This design comes from an exercise in tuning for small area on the open sky130 flow, not from production work.
Where RTL was checked, it was by simulation tests only, not by an equivalence proof against the original.
Power figures rest on the tool's default switching activity, not on a simulated workload.

==> 06-15: inputs <==
==> flow/design.v <==
`timescale 1ns/1ps
module forth_serial (
	input  logic clk,
	input  logic reset,
	input  logic rx,
	output logic tx,
	output logic led_r,
	output logic led_g,
	output logic led_b
);
	logic [4:0] ph;
	logic       clr;
	always_ff @(posedge clk or negedge reset) begin
		if (!reset) begin
			ph  <= '0;
			clr <= 1'b1;
		end else begin
			ph <= ph + 1'b1;
			if (ph == 5'd31) clr <= 1'b0;
		end
	end
	logic [8:0] R;
	logic       samp;
	logic       rx_done;
	logic [7:0] word;
	assign samp    = (ph[3:0] == 4'd14) && (R[0] || !rx);
	assign rx_done = samp && R[0] && !R[1];
	assign word    = R[8:1];
	always_ff @(posedge clk or negedge reset) begin
		if (!reset) R[0] <= 1'b0;
		else if (samp) R[0] <= R[0] ? R[1] : 1'b1;
	end
	always_ff @(posedge clk) begin
		if (samp) R[8:1] <= {rx, R[0] ? R[8:2] : 7'h7f};
	end
	logic is_digit, is_blank, is_add, is_sub, is_and, is_or, is_eq, is_dup, is_over;
	logic is_drop, is_neg, is_not, is_zeq, is_emit, is_led, is_err;
	always_comb begin
		is_digit = (word >= "0") && (word <= "9");
		is_blank = (word == " ") || ((word >= 8'd10) && (word <= 8'd13));
		is_add  = word == "+";
		is_sub  = word == "-";
		is_and  = word == "&";
		is_or   = word == "|";
		is_eq   = word == "=";
		is_dup  = word == "d";
		is_over = word == "o";
		is_drop = word == "x";
		is_neg  = word == "n";
		is_not  = word == "~";
		is_zeq  = word == "z";
		is_emit = word == ".";
		is_led  = word == "l";
		is_err  = !(is_digit || is_blank || is_add || is_sub || is_and || is_or || is_eq ||
			is_dup || is_over || is_drop || is_neg || is_not || is_zeq || is_emit || is_led);
	end
	logic op_push, op_pop;
	assign op_push = is_digit || is_dup || is_over;
	assign op_pop  = is_add || is_sub || is_and || is_or || is_eq || is_drop || is_emit || is_led;
	logic act, exec, o;
	logic o_nx, up;
	always_ff @(posedge clk or negedge reset) begin
		if (!reset) begin
			act  <= 1'b0;
			exec <= 1'b0;
			o    <= 1'b0;
		end else begin
			if (rx_done) act <= 1'b1;
			if (ph == 5'd31) begin
				exec <= act && !exec;
				if (exec) act <= 1'b0;
				o    <= o_nx;
			end
		end
	end
	assign o_nx = (exec && (op_push || op_pop)) ? o : !o;
	assign up   = exec ? (op_push || (!op_pop && o)) : o;
	logic [31:0] ring [16];
	logic [15:0] q;
	logic [15:0] d;
	logic        wbit;
	logic        up_s, dn_s;
	assign up_s = up && !clr;
	assign dn_s = !up && !clr;
	always_comb begin
		for (int j = 0; j < 16; j++) q[j] = ring[j][0];
		for (int j = 1; j < 15; j++) begin
			if (j % 2 == 1) d[j] = !((up_s && q[j-1]) || (dn_s && q[j+1]));
			else            d[j] = !((up_s && q[j-1]) || (dn_s && q[j+1]) || clr);
		end
		d[0]  = clr ? 1'b0 : (!o_nx ? wbit : !(up ? q[15] : q[1]));
		d[15] = clr ? 1'b1 : !(o_nx ? wbit : (up ? q[14] : q[0]));
	end
	always_ff @(posedge clk) begin
		for (int j = 0; j < 16; j++) ring[j] <= {d[j], ring[j][31:1]};
	end
	logic t, s;
	assign t = o ? !q[15] : q[0];
	assign s = o ? q[0]  : !q[1];
	logic c, eacc, zacc;
	logic ua, ub, cin, ceff, sum;
	always_comb begin
		ua  = exec && (is_add || is_sub);
		ub  = exec && (is_sub || is_neg || is_not);
		cin = exec && (is_sub || is_neg);
		ceff = (ph == 5'd0) ? cin : c;
		sum = (ua & s) ^ (t ^ ub) ^ ceff;
	end
	always_ff @(posedge clk) begin
		c <= ((ua & s) & (t ^ ub)) | (((ua & s) ^ (t ^ ub)) & ceff);
		if (!exec) begin
			eacc <= ((ph != 5'd0) && eacc) || (s ^ t);
			zacc <= ((ph != 5'd0) && zacc) || t;
		end
	end
	always_comb begin
		wbit = t;
		if (exec) begin
			if (is_digit)                       wbit = (ph[4:2] == 3'd0) ? word[ph[1:0]] : 1'b0;
			else if (is_add || is_sub || is_neg || is_not) wbit = sum;
			else if (is_and)                    wbit = s & t;
			else if (is_or)                     wbit = s | t;
			else if (is_eq)                     wbit = !eacc;
			else if (is_zeq)                    wbit = !zacc;
			else if (is_over || is_drop || is_emit || is_led) wbit = s;
		end
	end
	logic [8:0] sh;
	logic bnd, start, cap, capbit;
	assign bnd    = (ph[3:0] == 4'd0);
	assign start  = exec && (is_emit || is_err) && (ph == 5'd16);
	assign cap    = exec && (((is_emit || is_err) && ph < 5'd8) || (is_led && ph < 5'd16));
	assign capbit = is_err ? (ph < 5'd6) : (t || ph[3]);
	always_ff @(posedge clk or negedge reset) begin
		if (!reset) sh[0] <= 1'b1;
		else if (bnd && !clr) sh[0] <= start ? 1'b0 : sh[1];
	end
	always_ff @(posedge clk) begin
		if (cap || (bnd && !start) || clr) sh[8:1] <= {cap ? capbit : 1'b1, sh[8:2]};
	end
	assign tx = sh[0];
	logic [2:0] led;
	always_ff @(posedge clk or negedge reset) begin
		if (!reset) led <= '1;
		else if (exec && is_led && ph == 5'd8) led <= ~sh[3:1];
	end
	assign led_g = led[0];
	assign led_b = led[1];
	assign led_r = led[2];
endmodule
==> flow/run.sh <==
#!/bin/bash
# synth_recipe.tcl (not shown) runs the flow's synth.tcl, then flattens the netlist and writes it again
# the make line also repeats each setting of config.mk as NAME=value (left out here)
make -C /OpenROAD-flow-scripts/flow DESIGN_CONFIG=/design/flow/config.mk WORK_HOME=/design/flow/orfs CLKGATE_MAP_FILE= SYNTH_SCRIPT=/design/flow/synth_recipe.tcl finish
==> flow/config.mk <==
export PLATFORM = sky130hd
export DESIGN_NAME = forth_serial
export DESIGN_NICKNAME = forth_serial
export VERILOG_FILES = /design/flow/design.v
export SDC_FILE = /design/flow/constraint.sdc
export NUM_CORES = 4
export LEC_CHECK = 0
export ABC_AREA = 1
export CAP_MARGIN = 20
export CORE_MARGIN = 2
export CORE_UTILIZATION = 70
export CTS_BUF_LIST = sky130_fd_sc_hd__clkbuf_8
export CTS_CLUSTER_DIAMETER = 50
export CTS_CLUSTER_SIZE = 20
export SLEW_MARGIN = 20
==> flow/constraint.sdc <==
create_clock -name core_clock -period 15.0 [get_ports {clk}]
set_input_delay 3.0000 -clock core_clock [delete_from_list [all_inputs] [get_ports {clk}]]
set_output_delay 3.0000 -clock core_clock [all_outputs]
set_load 0.01 [all_outputs]
==> inputs of 07-18, as changes to 06-15 <==
--- a/flow/design.v
+++ b/flow/design.v
@@ -25,3 +25,3 @@
 	logic [7:0] word;
-	assign samp    = (ph[3:0] == 4'd14) && (R[0] || !rx);
+	assign samp    = (ph[3:0] == 4'd15) && (R[0] || !rx);
 	assign rx_done = samp && R[0] && !R[1];
@@ -59,15 +59,23 @@
 	assign op_pop  = is_add || is_sub || is_and || is_or || is_eq || is_drop || is_emit || is_led;
-	logic act, exec, o;
+	localparam logic [1:0] S_IDLE = 2'd0, S_PEND = 2'd1, S_ARM = 2'd2, S_EXEC = 2'd3;
+	logic [1:0] st;
+	logic arm, exec, o;
 	logic o_nx, up;
+	assign arm  = (st == S_ARM);
+	assign exec = (st == S_EXEC);
 	always_ff @(posedge clk or negedge reset) begin
 		if (!reset) begin
-			act  <= 1'b0;
-			exec <= 1'b0;
-			o    <= 1'b0;
+			st <= S_IDLE;
+			o  <= 1'b0;
 		end else begin
-			if (rx_done) act <= 1'b1;
 			if (ph == 5'd31) begin
-				exec <= act && !exec;
-				if (exec) act <= 1'b0;
-				o    <= o_nx;
+				o <= o_nx;
+				case (st)
+					S_IDLE:  if (rx_done) st <= S_ARM;
+					S_PEND:  st <= S_ARM;
+					S_ARM:   st <= S_EXEC;
+					default: st <= S_IDLE;
+				endcase
+			end else if (rx_done) begin
+				st <= S_PEND;
 			end
@@ -99,4 +107,4 @@
 	assign s = o ? q[0]  : !q[1];
-	logic c, eacc, zacc;
-	logic ua, ub, cin, ceff, sum;
+	logic c;
+	logic ua, ub, cin, ceff, sum, x;
 	always_comb begin
@@ -107,9 +115,7 @@
 		sum = (ua & s) ^ (t ^ ub) ^ ceff;
+		x   = is_zeq ? t : (s ^ t);
 	end
 	always_ff @(posedge clk) begin
-		c <= ((ua & s) & (t ^ ub)) | (((ua & s) ^ (t ^ ub)) & ceff);
-		if (!exec) begin
-			eacc <= ((ph != 5'd0) && eacc) || (s ^ t);
-			zacc <= ((ph != 5'd0) && zacc) || t;
-		end
+		if (arm)                        c <= ((ph != 5'd0) && c) || x;
+		else if (!(is_eq || is_zeq))    c <= ((ua & s) & (t ^ ub)) | (((ua & s) ^ (t ^ ub)) & ceff);
 	end
@@ -122,4 +128,4 @@
 			else if (is_or)                     wbit = s | t;
-			else if (is_eq)                     wbit = !eacc;
-			else if (is_zeq)                    wbit = !zacc;
+			else if (is_eq)                     wbit = !c;
+			else if (is_zeq)                    wbit = !c;
 			else if (is_over || is_drop || is_emit || is_led) wbit = s;
@@ -130,11 +136,12 @@
 	assign bnd    = (ph[3:0] == 4'd0);
-	assign start  = exec && (is_emit || is_err) && (ph == 5'd16);
-	assign cap    = exec && (((is_emit || is_err) && ph < 5'd8) || (is_led && ph < 5'd16));
+	assign start  = arm && (is_emit || is_err) && (ph == 5'd16);
+	assign cap    = arm && (((is_emit || is_err) && ph < 5'd8) || (is_led && ph < 5'd16));
 	assign capbit = is_err ? (ph < 5'd6) : (t || ph[3]);
 	always_ff @(posedge clk or negedge reset) begin
-		if (!reset) sh[0] <= 1'b1;
-		else if (bnd && !clr) sh[0] <= start ? 1'b0 : sh[1];
-	end
-	always_ff @(posedge clk) begin
-		if (cap || (bnd && !start) || clr) sh[8:1] <= {cap ? capbit : 1'b1, sh[8:2]};
+		if (!reset) begin
+			sh <= '1;
+		end else begin
+			if (bnd) sh[0] <= start ? 1'b0 : sh[1];
+			if (cap || (bnd && !start)) sh[8:1] <= {cap ? capbit : 1'b1, sh[8:2]};
+		end
 	end
@@ -144,3 +151,3 @@
 		if (!reset) led <= '1;
-		else if (exec && is_led && ph == 5'd8) led <= ~sh[3:1];
+		else if (arm && is_led && ph == 5'd8) led <= ~sh[3:1];
 	end
==> flow/flow/run.sh (new file) <==
#!/bin/bash
# Standard layout (standard.sh), with synthesis mapping combinational
# logic through an area-oriented ABC script (flow/area.scr)
set -euo pipefail
export MY_ABC_SCRIPT=$PWD/flow/area.scr
bash standard.sh SYNTH_SCRIPT=$PWD/flow/synth.tcl "CTS_ARGS=-sink_clustering_enable -repair_clock_nets -sink_clustering_size 22 -sink_clustering_max_diameter 50 -buf_list sky130_fd_sc_hd__clkbuf_8 -root_buf sky130_fd_sc_hd__clkbuf_4 -tree_buf sky130_fd_sc_hd__clkbuf_4 -dont_use_dummy_load" "BUFFER_PORTS_ARGS=-buffer_cell sky130_fd_sc_hd__buf_1" finish > standard.log 2>&1
==> flow/flow/area.scr (new file) <==
strash
balance
rewrite
refactor
balance
rewrite
rewrite -z
balance
refactor -z
rewrite -z
balance
dch -f
amap
==> flow/flow/synth.tcl (new file) <==
# The standard synthesis script (synth_recipe.tcl), with only the ABC
# script for combinational mapping swapped for flow/area.scr
proc synth {args} { yosys synth -nofsm -noshare {*}$args }
proc abc {args} {
  set i [lsearch -exact $args -script]
  if { $i >= 0 } { lset args [expr {$i + 1}] $::env(MY_ABC_SCRIPT) }
  yosys abc {*}$args
}
source $::env(SCRIPTS_DIR)/synth.tcl
# left out here: clear keep_hierarchy, flatten, clean up, hide names made inside functions, write 1_2_yosys.v
==> flow/standard.sh (new file) <==
#!/bin/bash
# synth_recipe.tcl (not shown) runs the flow's synth.tcl, then flattens the netlist and writes it again
# the make line also repeats each setting of config.mk as NAME=value (left out here)
make -C /OpenROAD-flow-scripts/flow DESIGN_CONFIG=/design/flow/config.mk WORK_HOME=/design/flow/orfs CLKGATE_MAP_FILE= SYNTH_SCRIPT=/design/flow/synth_recipe.tcl "${@:-finish}"
- CORE_UTILIZATION: 70 -> 80
removed: flow/run.sh
==> inputs of 03-11, as changes to 06-15 <==
--- a/flow/design.v
+++ b/flow/design.v
@@ -81,13 +81,8 @@
 	logic        wbit;
-	logic        up_s, dn_s;
-	assign up_s = up && !clr;
-	assign dn_s = !up && !clr;
 	always_comb begin
 		for (int j = 0; j < 16; j++) q[j] = ring[j][0];
-		for (int j = 1; j < 15; j++) begin
-			if (j % 2 == 1) d[j] = !((up_s && q[j-1]) || (dn_s && q[j+1]));
-			else            d[j] = !((up_s && q[j-1]) || (dn_s && q[j+1]) || clr);
-		end
-		d[0]  = clr ? 1'b0 : (!o_nx ? wbit : !(up ? q[15] : q[1]));
-		d[15] = clr ? 1'b1 : !(o_nx ? wbit : (up ? q[14] : q[0]));
+		for (int j = 1; j < 15; j++) d[j] = up ? q[j-1] : q[j+1];
+		d[0]  = !o_nx ? wbit : (up ? q[15] : q[1]);
+		d[15] =  o_nx ? wbit : (up ? q[14] : q[0]);
+		if (clr) d = '0;
 	end
@@ -97,4 +92,4 @@
 	logic t, s;
-	assign t = o ? !q[15] : q[0];
-	assign s = o ? q[0]  : !q[1];
+	assign t = o ? q[15] : q[0];
+	assign s = o ? q[0]  : q[1];
 	logic c, eacc, zacc;
@@ -134,7 +129,8 @@
 	always_ff @(posedge clk or negedge reset) begin
-		if (!reset) sh[0] <= 1'b1;
-		else if (bnd && !clr) sh[0] <= start ? 1'b0 : sh[1];
-	end
-	always_ff @(posedge clk) begin
-		if (cap || (bnd && !start) || clr) sh[8:1] <= {cap ? capbit : 1'b1, sh[8:2]};
+		if (!reset) begin
+			sh <= '1;
+		end else begin
+			if (bnd) sh[0] <= start ? 1'b0 : sh[1];
+			if (cap || (bnd && !start)) sh[8:1] <= {cap ? capbit : 1'b1, sh[8:2]};
+		end
 	end
==> flow/flow/run.sh (new file) <==
#!/bin/bash
# Standard layout (standard.sh), with synthesis mapping combinational
# logic through an area-oriented ABC script (flow/area.scr)
set -euo pipefail
export MY_ABC_SCRIPT=$PWD/flow/area.scr
bash standard.sh SYNTH_SCRIPT=$PWD/flow/synth.tcl finish > standard.log 2>&1
==> flow/flow/area.scr (new file) <==
strash
balance
rewrite
refactor
balance
rewrite
rewrite -z
balance
refactor -z
rewrite -z
balance
dch -f
amap
==> flow/flow/synth.tcl (new file) <==
# The standard synthesis script (synth_recipe.tcl), with only the ABC
# script for combinational mapping swapped for flow/area.scr
proc synth {args} { yosys synth -nofsm -noshare {*}$args }
proc abc {args} {
  set i [lsearch -exact $args -script]
  if { $i >= 0 } { lset args [expr {$i + 1}] $::env(MY_ABC_SCRIPT) }
  yosys abc {*}$args
}
source $::env(SCRIPTS_DIR)/synth.tcl
# left out here: clear keep_hierarchy, flatten, clean up, hide names made inside functions, write 1_2_yosys.v
==> flow/standard.sh (new file) <==
#!/bin/bash
# synth_recipe.tcl (not shown) runs the flow's synth.tcl, then flattens the netlist and writes it again
# the make line also repeats each setting of config.mk as NAME=value (left out here)
make -C /OpenROAD-flow-scripts/flow DESIGN_CONFIG=/design/flow/config.mk WORK_HOME=/design/flow/orfs CLKGATE_MAP_FILE= SYNTH_SCRIPT=/design/flow/synth_recipe.tcl "${@:-finish}"
removed: flow/run.sh
==> run summary <==
Hold slack: 06-15 is better than 03-11 (0.0068 ns).
In 06-15 the sequential share of layout area is lower than in 03-11, by 0.72 points.
Maximum frequency: 03-11 is lower than 06-15 (0.32%).
03-11 ran to the end with no violations. 07-18 stopped in 3_5_place_dp. 06-15 finished clean.
Between 06-15 and 03-11, the lower cell area is in 03-11 (gap about 1.1%, measured against 03-11).
In 06-15 the total power is smaller than in 03-11, by about 0.66%.
==> figures <==
item                                                                                   06-15                      03-11           07-18
Outcome                                                                       finished clean             finished clean  did not finish
Failing step                                                                               -                          -    3_5_place_dp
Final #Nets                                                                              837                        778               -
Number of vias per cell after detailed routing                                          4.73                       4.81               -
Number of antenna violations at the first check in global routing                          0                          0               -
Instance area at placement                                                       12700 sq um                12500 sq um               -
Root buffer selected by CTS                                        sky130_fd_sc_hd__clkbuf_8  sky130_fd_sc_hd__clkbuf_8               -
Overflow after GRT                                                                         0                          0               -
Final min period                                                                     4.62 ns                    4.63 ns               -
Final std cells w/o fill                                                                1061                       1000               -
Cell total after placement                                                              1015                        956               -
Delay of the slowest cell on the worst path                                          0.55 ns                    0.55 ns               -
No functional check of the RTL was part of 06-15.

-- port drivers added, routing unchanged --
The results above use ideal ports. As a check the final layouts listed here were re-extracted and re-timed, cells and wires unchanged. Step 1: set_driving_cell puts a clkbuf_16 on clk and a buf_2 on each other input, an assumption about the parent block. Step 2, shift: input delay + t, output delay - t, t = (earliest + latest rising clock arrival at the registers) / 2. This alone moves slack from input paths to output paths. Slacks: ideal / step 1 / step 2; pairs: ideal / step 1.
| run | t (ns) | setup WS [ns] | clock arrival spread, ns | cell pins on the clock port's net |
|---|---|---|---|---|
| 06-15 | 0.580 | 10.381 / 10.344 / 10.478 | 0.022 / 0.022 | 1 |
| 03-11 | 0.579 | 10.366 / 10.324 / 10.222 | 0.029 / 0.029 | 1 |
After both steps every run listed still meets setup and hold. For 03-11, which loses most, drivers alone change the setup slack by -0.042 ns; drivers and shift together by -0.144 ns.
